Background: an optimization exercise with open tools, aiming at small area, a short achievable clock period and few clock cycles. Do not read the settings as production practice. In this exercise RTL edits were held to simulation tests only and were not proved equivalent to the original.

## v32
## hilo_muldiv
module hilo_muldiv (
  input  logic        clk,
  input  logic        rst_n,
  input  logic [3:0]  mul_func,
  input  logic [31:0] in_a,
  input  logic [31:0] in_b,
  output logic [31:0] hi,
  output logic [31:0] lo,
  output logic        busy
);
  localparam logic [2:0] S_IDLE = 3'd0;
  localparam logic [2:0] S_MUL  = 3'd1;
  localparam logic [2:0] S_DABS = 3'd2;    
  localparam logic [2:0] S_DALN = 3'd3;    
  localparam logic [2:0] S_DIV  = 3'd4;    
  localparam logic [2:0] S_DEND = 3'd5;    
  localparam logic [2:0] S_DFIX = 3'd6;    
  localparam logic [2:0] S_MXA  = 3'd7;    
  logic [2:0]  state;
  logic [4:0]  cnt;
  logic [32:0] opa;       
  logic [32:0] opb;       
  logic [3:0]  e_one;     
  logic [3:0]  e_two;     
  logic [3:0]  e_ng;      
  logic        msub;      
  logic        mub;       
  logic        mlast;     
  logic        mshort;    
  logic [1:0]  pend;      
  logic        dsgn;
  logic        neg_q;
  logic        neg_r;
  logic        wen_h;     
  logic        wen_l;     
  logic        rsgn;      
  logic dec_mul, dec_div, dec_sgn, dec_acc, dec_sub;
  always_comb begin
    dec_mul = 1'b0; dec_div = 1'b0; dec_sgn = 1'b0; dec_acc = 1'b0; dec_sub = 1'b0;
    case (mul_func)
      4'd1:  begin dec_mul = 1'b1; dec_sgn = 1'b1; end
      4'd2:  begin dec_mul = 1'b1; end
      4'd3:  begin dec_div = 1'b1; dec_sgn = 1'b1; end
      4'd4:  begin dec_div = 1'b1; end
      4'd7:  begin dec_mul = 1'b1; dec_sgn = 1'b1; dec_acc = 1'b1; end
      4'd8:  begin dec_mul = 1'b1; dec_acc = 1'b1; end
      4'd9:  begin dec_mul = 1'b1; dec_sgn = 1'b1; dec_acc = 1'b1; dec_sub = 1'b1; end
      4'd10: begin dec_mul = 1'b1; dec_acc = 1'b1; dec_sub = 1'b1; end
      default: ;
    endcase
  end
  function automatic logic [2:0] booth(input logic [2:0] b, input logic sub);
    booth = {b[2] ^ sub,
             (b[2] & ~b[1] & ~b[0]) | (~b[2] & b[1] & b[0]),
             b[1] ^ b[0]};
  endfunction
  localparam logic [49:0] KROW = 50'd0 - (50'd1 << 33) - (50'd1 << 35) - (50'd1 << 37)
                                 - (50'd1 << 39) - (50'd1 << 41);
  localparam logic [16:0] KHI0 = 17'(KROW >> 33) + 17'd1;    
  localparam logic [16:0] KHI1 = 17'(KROW >> 33);            
  logic [49:0] r0, r1, r2, r3, r4, r5;
  ...
==> flow/config.mk <==
export PLATFORM = sky130hd
export DESIGN_NAME = hilo_muldiv
export DESIGN_NICKNAME = hilo_muldiv
export VERILOG_FILES = /design/flow/design.v
export SDC_FILE = /design/flow/constraint.sdc
export NUM_CORES = 4
export LEC_CHECK = 0
export CAP_MARGIN = 20
export CORE_MARGIN = 2
export CORE_UTILIZATION = 40
export SLEW_MARGIN = 20
export SETUP_SLACK_MARGIN = 6.0
==> flow/constraint.sdc <==
create_clock -name core_clock -period 12.0 [get_ports {clk}]
set_input_delay 2.4000 -clock core_clock [delete_from_list [all_inputs] [get_ports {clk}]]
set_output_delay 2.4000 -clock core_clock [all_outputs]
set_load 0.01 [all_outputs]
standard.sh (not shown) runs the stock make flow with config.mk's settings and CLKGATE_MAP_FILE= SYNTH_SCRIPT=/design/flow/synth_recipe.tcl, a recipe that flattens the netlist after the stock synthesis.
==> flow/flow/run.sh <==
#!/bin/bash
sed -i '/SETUP_SLACK_MARGIN/d' config.mk
echo "export SETUP_SLACK_MARGIN = 6.0" >> config.mk
bash standard.sh > standard.log 2>&1
v32 finished every step from synthesis to the final layout, and the layout passed the timing, design-rule and antenna checks.
Testbench counts of v32, summed over its fixed seeds: cycles 40,195.
> inputs changed (v32 -> v47)
- a change of SETUP_SLACK_MARGIN from 6.0 to 7.0
==> flow/flow/run.sh <==
#!/bin/bash
sed -i '/SETUP_SLACK_MARGIN/d' config.mk
echo "export SETUP_SLACK_MARGIN = 7.0" >> config.mk
bash standard.sh > standard.log 2>&1
Findings:
Sort v47 and v32 by max-slew headroom at the worst pin, ascending, and v32 comes first. Global-route wire length before repair ended up about 3% higher on v47 than on v32. Taking v32 as the reference, in v47 die height held; non-clock buffer count went up about 65%; signal arrival time at the worst endpoint went down 0.32 ns.
## Diff of input files: v21 against v47
- a change of SETUP_SLACK_MARGIN from 7.0 to 6.5
==> flow/flow/run.sh <==
#!/bin/bash
sed -i '/SETUP_SLACK_MARGIN/d' config.mk
echo "export SETUP_SLACK_MARGIN = 6.5" >> config.mk
bash standard.sh > standard.log 2>&1
--- outcome ---
Non-clock buffer count is higher on v47. Relative to v47, first-pass GRT wire length decreased by about 0.6% in v21. v21 ended up with a lower setup slack than v47 did. Diff v47 and v21: aggregate routed wire length lower in v21. The final reports for v21 and v47 show number of buffers and inverters on the critical path higher in the former. Critical path depth, v47 and v21: smaller value in v21. Compared with v47, in v21 buffer share of cell area shrank by 2.6 points; met2 layer wire length in the routed design shrank by 1900 microns.
The inputs of v34 differ from those of v21 as listed below.
- an added PLACE_DENSITY of 0.7
--- outcome ---
Diff v21 -> v34 | placer congestion estimate | up by a few percent. Compared v21 against v34; total die area within noise. v34 finished end to end and its layout was clean on timing, DRC and antenna. No stage failed in v21, and the final checks on the layout all came back clean. v21 → v34: global-route total usage across every layer went down, part of the cycle the worst path needs went down, count of input and output buffers did not really move, clock skew went up, final instance count without filler cells went down. Looking at startpoint of the most critical setup path, the opa[13] result is from v21; the e_one[1] one comes from v34. Placed wire-length estimate after detailed placement: higher on v21. The run with more setup slack is v34; v21 has less. Compared with v21, v34 shows routed wire length lower by 13000 microns.


== wip/delta ==
Another version of the RTL of hilo_muldiv (not shown whole).
Size: about 3000 cells after synthesis, roughly 23000 um2 of cells after synthesis.
export LEC_CHECK = 0
export CAP_MARGIN = 10
export CORE_MARGIN = 2
export CORE_UTILIZATION = 40
export PLACE_DENSITY = 0.7
export SLEW_MARGIN = 10
export SETUP_SLACK_MARGIN = 6.5
export BUFFER_PORTS_ARGS = -buffer_cell sky130_fd_sc_hd__buf_2
create_clock -name core_clock -period 12.0 [get_ports {clk}]
==> flow/flow/run.sh <==
#!/bin/bash
# The standard layout (standard.sh, unchanged synthesis and steps), with two
# changes to how the layout is made; the clock constraint itself is unchanged:
#  - every port still gets its own buffer, but a plain sky130_fd_sc_hd__buf_2
#    instead of the delay buffer the placer would pick (smaller and faster).
sed -i '/SETUP_SLACK_MARGIN/d;/BUFFER_PORTS_ARGS/d' config.mk
echo "export SETUP_SLACK_MARGIN = 6.5" >> config.mk
echo "export BUFFER_PORTS_ARGS = -buffer_cell sky130_fd_sc_hd__buf_2" >> config.mk
bash standard.sh > standard.log 2>&1
Having completed the whole flow, wip/delta delivered a layout that passed the timing, design-rule and antenna checks.
Testbench counts of wip/delta, summed over its fixed seeds: cycles 40,210.
Relative to wip/delta, the following input files were edited for wip/fjord:
Settings: SETUP_SLACK_MARGIN now 7.0, was 6.5; CAP_MARGIN now 20, was 10; SLEW_MARGIN now 20, was 10.
==> flow/flow/run.sh <==
#!/bin/bash
# The standard layout (standard.sh, unchanged synthesis and steps), with two
# changes to how the layout is made; the clock constraint itself is unchanged:
#  - every port still gets its own buffer, but a plain sky130_fd_sc_hd__buf_2
#    instead of the delay buffer the placer would pick (smaller and faster).
sed -i '/SETUP_SLACK_MARGIN/d;/BUFFER_PORTS_ARGS/d' config.mk
echo "export SETUP_SLACK_MARGIN = 7.0" >> config.mk
echo "export BUFFER_PORTS_ARGS = -buffer_cell sky130_fd_sc_hd__buf_2" >> config.mk
bash standard.sh > standard.log 2>&1
--- outcome ---
- wip/fjord ended with every stage complete and zero timing, DRC or antenna violations.
- Utilization after layout ends up higher on wip/fjord.
- In the reports for wip/fjord and wip/delta, the smaller final period demand of the worst path belongs to wip/delta.
- wip/fjord vs. wip/delta: final design area excluding fillers increased 2200 um2, number of vias per cell increased 3.8%.
- wip/fjord gives more wire length reported by the detailed router than wip/delta did.
- wip/fjord reports its launching element of the worst setup path as e_one[0] while wip/delta reports opa[5].
- As far as die area goes, wip/fjord and wip/delta are indistinguishable; the numbers are identical.
- Looking at total via count in the routed design across both flows, wip/fjord is the weaker of the two, with wip/delta ahead.
diff inputs: wip/fjord => wip/yarrow
Settings: SETUP_SLACK_MARGIN: 7.0 -> 6.5; PLACE_DENSITY: 0.7 -> unset.
==> flow/flow/run.sh <==
#!/bin/bash
# The standard layout (standard.sh, unchanged synthesis and steps), with two
# changes to how the layout is made; the clock constraint itself is unchanged:
#  - every port still gets its own buffer, but a plain sky130_fd_sc_hd__buf_2
#    instead of the delay buffer the placer would pick (smaller and faster).
sed -i '/SETUP_SLACK_MARGIN/d;/BUFFER_PORTS_ARGS/d' config.mk
echo "export SETUP_SLACK_MARGIN = 6.5" >> config.mk
echo "export BUFFER_PORTS_ARGS = -buffer_cell sky130_fd_sc_hd__buf_2" >> config.mk
bash standard.sh > standard.log 2>&1
Findings:
- Delta(aggregate routed wire length, wip/yarrow - wip/fjord) > 0
- Global-route track usage on met1 in wip/yarrow is 4.3 points above wip/fjord.
- [wip/yarrow] global-route usage rose 2.8 points relative to wip/fjord
- Total grt overflow: wip/yarrow vs wip/fjord identical
- The termination of the worst setup path comes out wen_h in one run and opa[25] in the other, namely in wip/yarrow and wip/fjord respectively.
- The higher worst hold slack came out of wip/yarrow.
- Placement-stage cell area in wip/yarrow is 0.37% below wip/fjord.
- Sort wip/yarrow and wip/fjord by worst setup slack, descending, and wip/fjord comes first.
The following lists how wip/umber was set up differently from wip/yarrow:
Settings: putting PLACE_DENSITY at 0.7 where nothing was set; swapping 6.5 for 6.0 in SETUP_SLACK_MARGIN.
==> flow/flow/run.sh <==
#!/bin/bash
# The standard layout (standard.sh, unchanged synthesis and steps), with two
# changes to how the layout is made; the clock constraint itself is unchanged:
#  - every port still gets its own buffer, but a plain sky130_fd_sc_hd__buf_2
#    instead of the delay buffer the placer would pick (smaller and faster).
sed -i '/SETUP_SLACK_MARGIN/d;/BUFFER_PORTS_ARGS/d' config.mk
echo "export SETUP_SLACK_MARGIN = 6.0" >> config.mk
echo "export BUFFER_PORTS_ARGS = -buffer_cell sky130_fd_sc_hd__buf_2" >> config.mk
bash standard.sh > standard.log 2>&1
Notes after the runs:
- Comparing wip/umber and wip/yarrow, routing usage on met2 is higher on wip/yarrow.
- Changes observed in wip/umber relative to wip/yarrow: core utilization went down, HPWL after detailed placement fell by 14%.
- Routed wire length: wip/umber < wip/yarrow
- Against wip/yarrow, area of all placed cells without fillers in wip/umber fell by a little under 10%.

## separate check: timing with driven ports
The flow's constraints put no driver on any port. The routed layouts listed below were extracted and timed again, unchanged, in two steps.
Step 1: set_driving_cell puts a clkbuf_16 on clk and a buf_2 on each other input, an assumption about the parent block.
Step 2 times the ports against the registers' clock, not the clock port: input delays grow and output delays shrink by t, the midpoint of the rising clock arrivals with the driver on.
a / b / c = ideal ports / drivers / drivers and shift; a / b = the first two.
run | t, ns | setup WS [ns] | hold WS [ns]
v32 | 0.516 | 5.941 / 5.941 / 5.685 | 0.533 / 0.533 / 0.533
v47 | 0.567 | 6.432 / 6.432 / 6.285 | 0.534 / 0.534 / 0.534
v21 | 0.533 | 6.377 / 6.377 / 6.013 | 0.529 / 0.529 / 0.529
v34 | 0.514 | 6.408 / 6.408 / 6.152 | 0.526 / 0.526 / 0.526
wip/delta | 0.572 | 6.430 / 6.430 / 6.387 | 0.503 / 0.503 / 0.503
wip/fjord | 0.564 | 6.349 / 6.349 / 6.349 | 0.509 / 0.509 / 0.509
wip/yarrow | 0.565 | 6.281 / 6.281 / 6.167 | 0.514 / 0.514 / 0.514
wip/umber | 0.570 | 6.062 / 6.062 / 6.062 | 0.512 / 0.512 / 0.512
After both steps every run listed still meets setup and hold. The setup slack of v21, which loses most, moves by 0.000 ns with the drivers and by -0.364 ns with both steps.
